This is an optimization exercise on Yosys and OpenROAD, whose aim is small area and a short achievable clock period, not a production implementation. Function was not checked in any run shown here: the RTL went through the layout flow alone. Power is estimated from default activity; no workload was simulated.

## flow/design.v (module list and top-level ports; edited modules follow where they fit)
// module conv3x3_pe: 826 lines
// module csa_fa: 10 lines
module conv3x3_pe #(
    parameter int SHIFT = 4,
    parameter int ACC_W = 21
) (
    input  logic         clk,
    input  logic         rst,
    input  logic [7:0]   p00,
    input  logic [7:0]   p01,
    input  logic [7:0]   p02,
    input  logic [7:0]   p10,
    input  logic [7:0]   p11,
    input  logic [7:0]   p12,
    input  logic [7:0]   p20,
    input  logic [7:0]   p21,
    input  logic [7:0]   p22,
    input  logic         window_valid,
    input  logic         w_load,
    input  logic [3:0]   w_idx,
    input  logic [7:0]   w_data,
    output logic [7:0]   out_pixel,
    output logic         out_valid,
    output logic [15:0]  out_count
);
  // ...
==> flow/flow/run.sh <==
#!/bin/bash
# Own flow: the standard layout (standard.sh: the standard synthesis and
# ORFS steps, unchanged), except that the port buffers buffer_ports inserts
# during global placement are plain buf_1 cells instead of the default pick.
set -euo pipefail
export BUFFER_PORTS_ARGS="-buffer_cell sky130_fd_sc_hd__buf_1"
bash standard.sh > standard_flow.log 2>&1
==> flow/standard.sh <==
#!/bin/bash
# synth_recipe.tcl (not shown) runs the flow's synth.tcl, then flattens the netlist and writes it again
# the make line also repeats each setting of config.mk as NAME=value (left out here)
make -C /OpenROAD-flow-scripts/flow DESIGN_CONFIG=/design/flow/config.mk WORK_HOME=/design/flow/orfs CLKGATE_MAP_FILE= SYNTH_SCRIPT=/design/flow/synth_recipe.tcl "${@:-finish}"
==> flow/config.mk <==
export PLATFORM = sky130hd
export DESIGN_NAME = conv3x3_pe
export DESIGN_NICKNAME = conv3x3_pe
export VERILOG_FILES = /design/flow/design.v
export SDC_FILE = /design/flow/constraint.sdc
export NUM_CORES = 4
export LEC_CHECK = 0
export ABC_CLOCK_PERIOD_IN_PS = 2000
export CAP_MARGIN = 20
export CORE_MARGIN = 2
export CORE_UTILIZATION = 40
export SETUP_SLACK_MARGIN = 1.4
export SLEW_MARGIN = 20
export SYNTH_HIERARCHICAL = 1
export SYNTH_MINIMUM_KEEP_SIZE = 0
==> flow/constraint.sdc <==
create_clock -name core_clock -period 5.5 [get_ports {clk}]
set_input_delay 1.1000 -clock core_clock [delete_from_list [all_inputs] [get_ports {clk}]]
set_output_delay 1.1000 -clock core_clock [all_outputs]
set_load 0.01 [all_outputs]
==> impl_results.md, run 1 <==
- FF-to-FF path depth: 13
- Setup ws final: 1.08 ns
- Setup crit end kind: flip-flop
- Final design utilization: roughly 44%
- Yosys warning total: 11
- Fraction of area in multi-input gates: 66.1%
- Number of synthesized flops with an enable pin: 0
- Total track usage: 25.5%
- Initial drt markers: 1367
- Average size of a mapped cell: 11.2 um2
- Pint: 5.22 mW
- RSZ-0062 raised after global routing: true
- Startpoint types: flip-flop
- Uppermost layer routed: met4
- Comb power frac: 44.5%
- M1 wire length: roughly 28000 um
- Seq_cells: approximately 290
- Vias per std cell: about 5.4
- Largest area contributor in the netlist: fa_1
- Tapcells: roughly 760
- Status: timing/DRC/antenna clean
- Skew-Pair Late Insertion Delay: 0.56 ns
- Worst-case clock buffer depth: 3
- Worst-path fanout max: 3
- Non-clk invs: 40
- Switching share of power: 38.4%
==> inputs of run 2 (changes only) <==
--- a/flow/design.v
+++ b/flow/design.v
@@ -789,32 +789,41 @@
     logic [6:0]  lo_q;
     logic        c11_q, ok0_q, ok1_q, sg0_q, sg1_q, b0_q, b1_q;
     logic        ok, sg, b11;
     assign na = ~acc_a;
     assign nb = ~acc_b;
     assign lo = {1'b0, na[10:0]} + {1'b0, nb[10:0]};
     assign h0 = na[19:11] + nb[19:11];
     assign h1 = {na[19:11], 1'b1} + {nb[19:11], 1'b1};
+    logic [8:0] hx, hy, ht;
+    logic       z0, z1, m0, m1;
+    assign hx = na[19:11];
+    assign hy = nb[19:11];
+    assign ht = hx ^ hy;
+    assign z0 = &(ht[8:1] ~^ (hx[7:0] | hy[7:0])) && !ht[0];
+    assign z1 = &(ht[8:1] ~^ (hx[7:0] | hy[7:0])) &&  ht[0];
+    assign m0 = &(ht[8:1] ^ (hx[7:0] & hy[7:0])) &&  ht[0];
+    assign m1 = &(ht[8:1] ^ (hx[7:0] & hy[7:0])) && !ht[0];
     always_ff @(posedge clk) begin
         if (rst) begin
             lo_q  <= '0;
             c11_q <= 1'b0;
             ok0_q <= 1'b1;
             ok1_q <= 1'b1;
             sg0_q <= 1'b0;
             sg1_q <= 1'b0;
             b0_q  <= 1'b0;
             b1_q  <= 1'b0;
             cnt_q <= '0;
         end else if (v2_q) begin
             lo_q  <= lo[10:4];
             c11_q <= lo[11];
-            ok0_q <= (h0 == 9'h000) || (h0 == 9'h1ff);
-            ok1_q <= (h1[9:1] == 9'h000) || (h1[9:1] == 9'h1ff);
+            ok0_q <= z0 || m0;
+            ok1_q <= z1 || m1;
             sg0_q <= h0[8];
             sg1_q <= h1[9];
             b0_q  <= h0[0];
             b1_q  <= h1[1];
             cnt_q <= cnt_q + 16'd1;
         end
     end
     assign ok  = c11_q ? ok1_q : ok0_q;
==> impl_results.md, run 2 <==
- Full die area: roughly 0.059 mm2
- Post-Place Cell Area: between 0.02 and 0.025 mm2
- R2r startpoint: r2_q[65]
- Total CTS buffers: 38
- Vias per std cell: 5.33 (-2.0%)
- Vias in the first global route: ~16000
- Commonest non-fill, non-tap cell in the layout: fa_1
- Post-synth top cells: fa_1 (564), nand2_1 (542), dfxtp_1 (285), clkbuf_1 (157), nor2_1 (105)
- Vias: 14900
- Slowest stage cell on the critical path: fa_1
- Area Overhead vs Synth: 9.48%
- Startpoint types: flip-flop
- FFs w/ async S/R, synth: 0%
- Crit-path cells: fa_2 -> fa_1 -> fa_2 -> fa_2 -> fa_2 -> fa_2 -> fa_1 -> inv_1 -> fa_1 -> nand4_1 -> nor4_2 -> mux2i_1 -> a21oi_1
- RSZ-0062 raised after global routing: true
- Clk slew on worst S/H paths: approximately 0.06 ns
- Critical path class: reg2reg
- # DRC: 0
- Initial drt markers: 1394 (+2.0%)
- Yosys warning total: 11 (unchanged)
- Final cycle utilization of the critical path: 76.8%
- Top reg by flops: r2_q
- Biggest regs: r2_q: 87 flops, k_q: 80 flops, px_q: 72 flops
- PnR Total Power: 7.29 mW
- Drt first pass iters: 5
- Setup ws final: 1.27 ns (+0.198 ns)
- Synth cell types: 53
- Pins Over Slew Limit: 0
- CTS Root Cell: clkbuf_16
- Normalized max-slew margin: 46.8%
- Setup Skew: between 0.03 and 0.04 ns
- Routed length per placed instance: 24.8 um
- Fin crit period: ~4.2 ns
- Hold Path Class: reg2reg
- Average size of a mapped cell: 11.3 um2 (+0.78%)
- Top cell type's share of synthesized area: 49.6%
- Worst path bufs/invs: 1
- Flops & latches, synth: 285
- Overall die width: 242 um
- Clk sinks: 285
- IO Pins: about 110
- DRT antenna net count: 0
- CP required: 5.97 ns
- Worst-margin pin slew: 0.796 ns
- Worst VDD drop: about 0.33 mV
- Die span in y: 242 um
- Dpl ws: 1.10 ns
- NumNets Final: 2695
- Power Density: 293 mW/mm2
- Starting density of the core: 40.4%
- Seq/Total Area, Yosys: 25.1%
- Final Hold Viols: 0
- Top FF cell, synth: dfxtp_1
- H-tree lvl count: 2
- Row count: 87
- Leakage: 7.28 nW
- # setup viols final: 0
- Skew-Pair Late Insertion Delay: 0.57 ns (about the same)
- Finished Cell Area: between 0.02 and 0.025 mm2
- Critical Path Max Stage Delay: around 0.50 ns
- Setup crit end kind: flip-flop
- Fillers: 5257
- Wirelength, routed: 69500 um
- Status: timing/DRC/antenna clean
- Post-DP HPWL: 58200 um
- Main area contributors after synthesis: fa_1 (50%), dfxtp_1 (25%), nand2_1 (8.9%)
- Largest net degree at the start of global routing: 54
- Largest area contributor in the netlist: fa_1
- Total track usage: 24.3% (-1.2 points)
- Max-cap viol count: 0
- Multi-input gate area: 0.0163 mm2
- Port-buffer cells: 112
- Grt total ovfl: 0
- Worst-path fanout max: 2 (-1)
- Reg area: 0.00571 mm2
- Final setup TNS: 0 ns
- Most common cell in the netlist: fa_1
- Number of synthesized flops with an enable pin: 0 (unchanged)
- Top cell family by delay on the critical path: adder cells
- FMAX: 237 MHz
- Min-Delay Startpoint: v1_q
- GPL Wtd Cong: 0.939
- Max FFs per register: 87
- Crit. Startpoint: r2_q[65]
- Syn Std Cell Area: 0.0227 mm2
- Initial antenna violation count: 0
- CTS tree: built
- Core area: 0.0563 mm2
- Most frequent cells in the layout: fa_1 (557), nand2_1 (542), dfxtp_1 (283)
- Critical path arrival: 4.70 ns
- Share of cells above drive strength 1: under 10%
- Most used cell, CP: fa_2
- First-pass GRT wire length: 105000 um
- Cell count after synthesis: ~2000
- Worst-case clock buffer depth: 3 (unchanged)
## run 2: final timing paths
| check | cells past startpoint | end | slack [ns] |
|---|---|---|---|
| worst max-delay path | 13 | ok1_q | 1.27 |
| worst min-delay path | 1 | v2_q | 0.45 |
| worst max register to register | 13 | ok1_q | 1.27 |
| worst min register to register | 1 | v2_q | 0.45 |
## run 2: where the power goes
group / internal [mW] / leakage (nW) / switching [mW]
Clock: 1.60 / 0.647 / 0.984
Combinational: 1.05 / 4.29 / 1.27
Sequential: 2.20 / 2.35 / 0.188
Total: 4.85 / 7.28 / 2.44
## run 2: what timing repair did
action,4_1_cts,5_1_grt
resized for setup,2,2
hold buffers,0,0
endpoints found under the setup margin,2,4
pin swaps,4,2
buffers inserted,1,0
## run 2: logic make-up (layout without fill, tap and decap cells)
family | after synthesis | in the layout | synth area share, %
buffers and inverters | 210 | 231 | 3.57
multiplexers | 82 | 82 | 3.61
AO/OA/AOI/OAI | 49 | 49 | 1.43
flip-flops | 285 | 285 | 25.1
other | 1 | 13 | 0.0165
XOR/XNOR | 20 | 20 | 0.770
adder cells (fa/ha/maj) | 588 | 588 | 51.0
AND/OR/NAND/NOR | 782 | 782 | 14.6
## run 2: worst register-to-register path, cell delays in order (launching register included)
cell,delay (ns)
dfxtp_2,0.33
fa_2,0.38
fa_1,0.48
fa_2,0.35
fa_2,0.34
fa_2,0.34
fa_2,0.34
fa_1,0.50
inv_1,0.05
fa_1,0.48
nand4_1,0.09
nor4_2,0.19
mux2i_1,0.12
a21oi_1,0.16
## run 2: modules after synthesis, one instance, submodules excluded
module	copies in the design	area, um2	cells inside
conv3x3_pe	1	11500	1456
csa_fa	561	20.0	1
## run 2: per-layer routing
layer / up-vias / wire (um) / global-route usage (%)
met2: 709 / 33300 / 38.9
met4: 0 / 3260 / 10.5
met3: 127 / 4930 / 3.53
met1: 7972 / 28000 / 33.0
met5: - / 0 / 0
li1: 6138 / - / -
## run 2: area by class of cell
| type | instances | area share (%) |
|---|---|---|
| inverters | 44 | 0.663 |
| clock inverters | 19 | 1.05 |
| multi-input cells | 1532 | 65.4 |
| diodes | 2 | 0.0201 |
| repair buffers | 118 | 1.88 |
| clock buffers | 50 | 4.25 |
| well taps | 756 | 3.80 |
| flip-flops and latches | 285 | 22.9 |
## run 2: per-stage QoR
| stage | hold WS [ns] | cells | util [%] |
|---|---|---|---|
| final | 0.452 | 2806 | 44.2 |
| after global routing | 0.465 | 2804 | 44.2 |
| after CTS | 0.456 | 2804 | 44.2 |
| after detailed placement | 0.449 | 2734 | 41.9 |
| after global placement | 0.424 | 2734 | 41.9 |
| after floorplan | 0.414 | 2027 | - |

## re-timing with driven ports
No port has a modelled driver above. Below, the same layouts with a new extraction and two added sets of constraints. Step 1: set_driving_cell puts a clkbuf_16 on clk and a buf_2 on each other input, an assumption about the parent block. Step 2, shift: input delay + t, output delay - t, t = (earliest + latest rising clock arrival at the registers) / 2. This alone moves slack from input paths to output paths. a / b / c = no drivers / after step 1 / after step 2; a / b = the first two.
| run | t (ns) | setup WS [ns] | clock arrival spread, ns |
|---|---|---|---|
| run 1 | 0.605 | 1.077 / 1.077 / 1.077 | 0.030 / 0.029 |
| run 2 | 0.610 | 1.275 / 1.275 / 1.275 | 0.032 / 0.032 |
After both steps setup and hold are still met in every run listed.
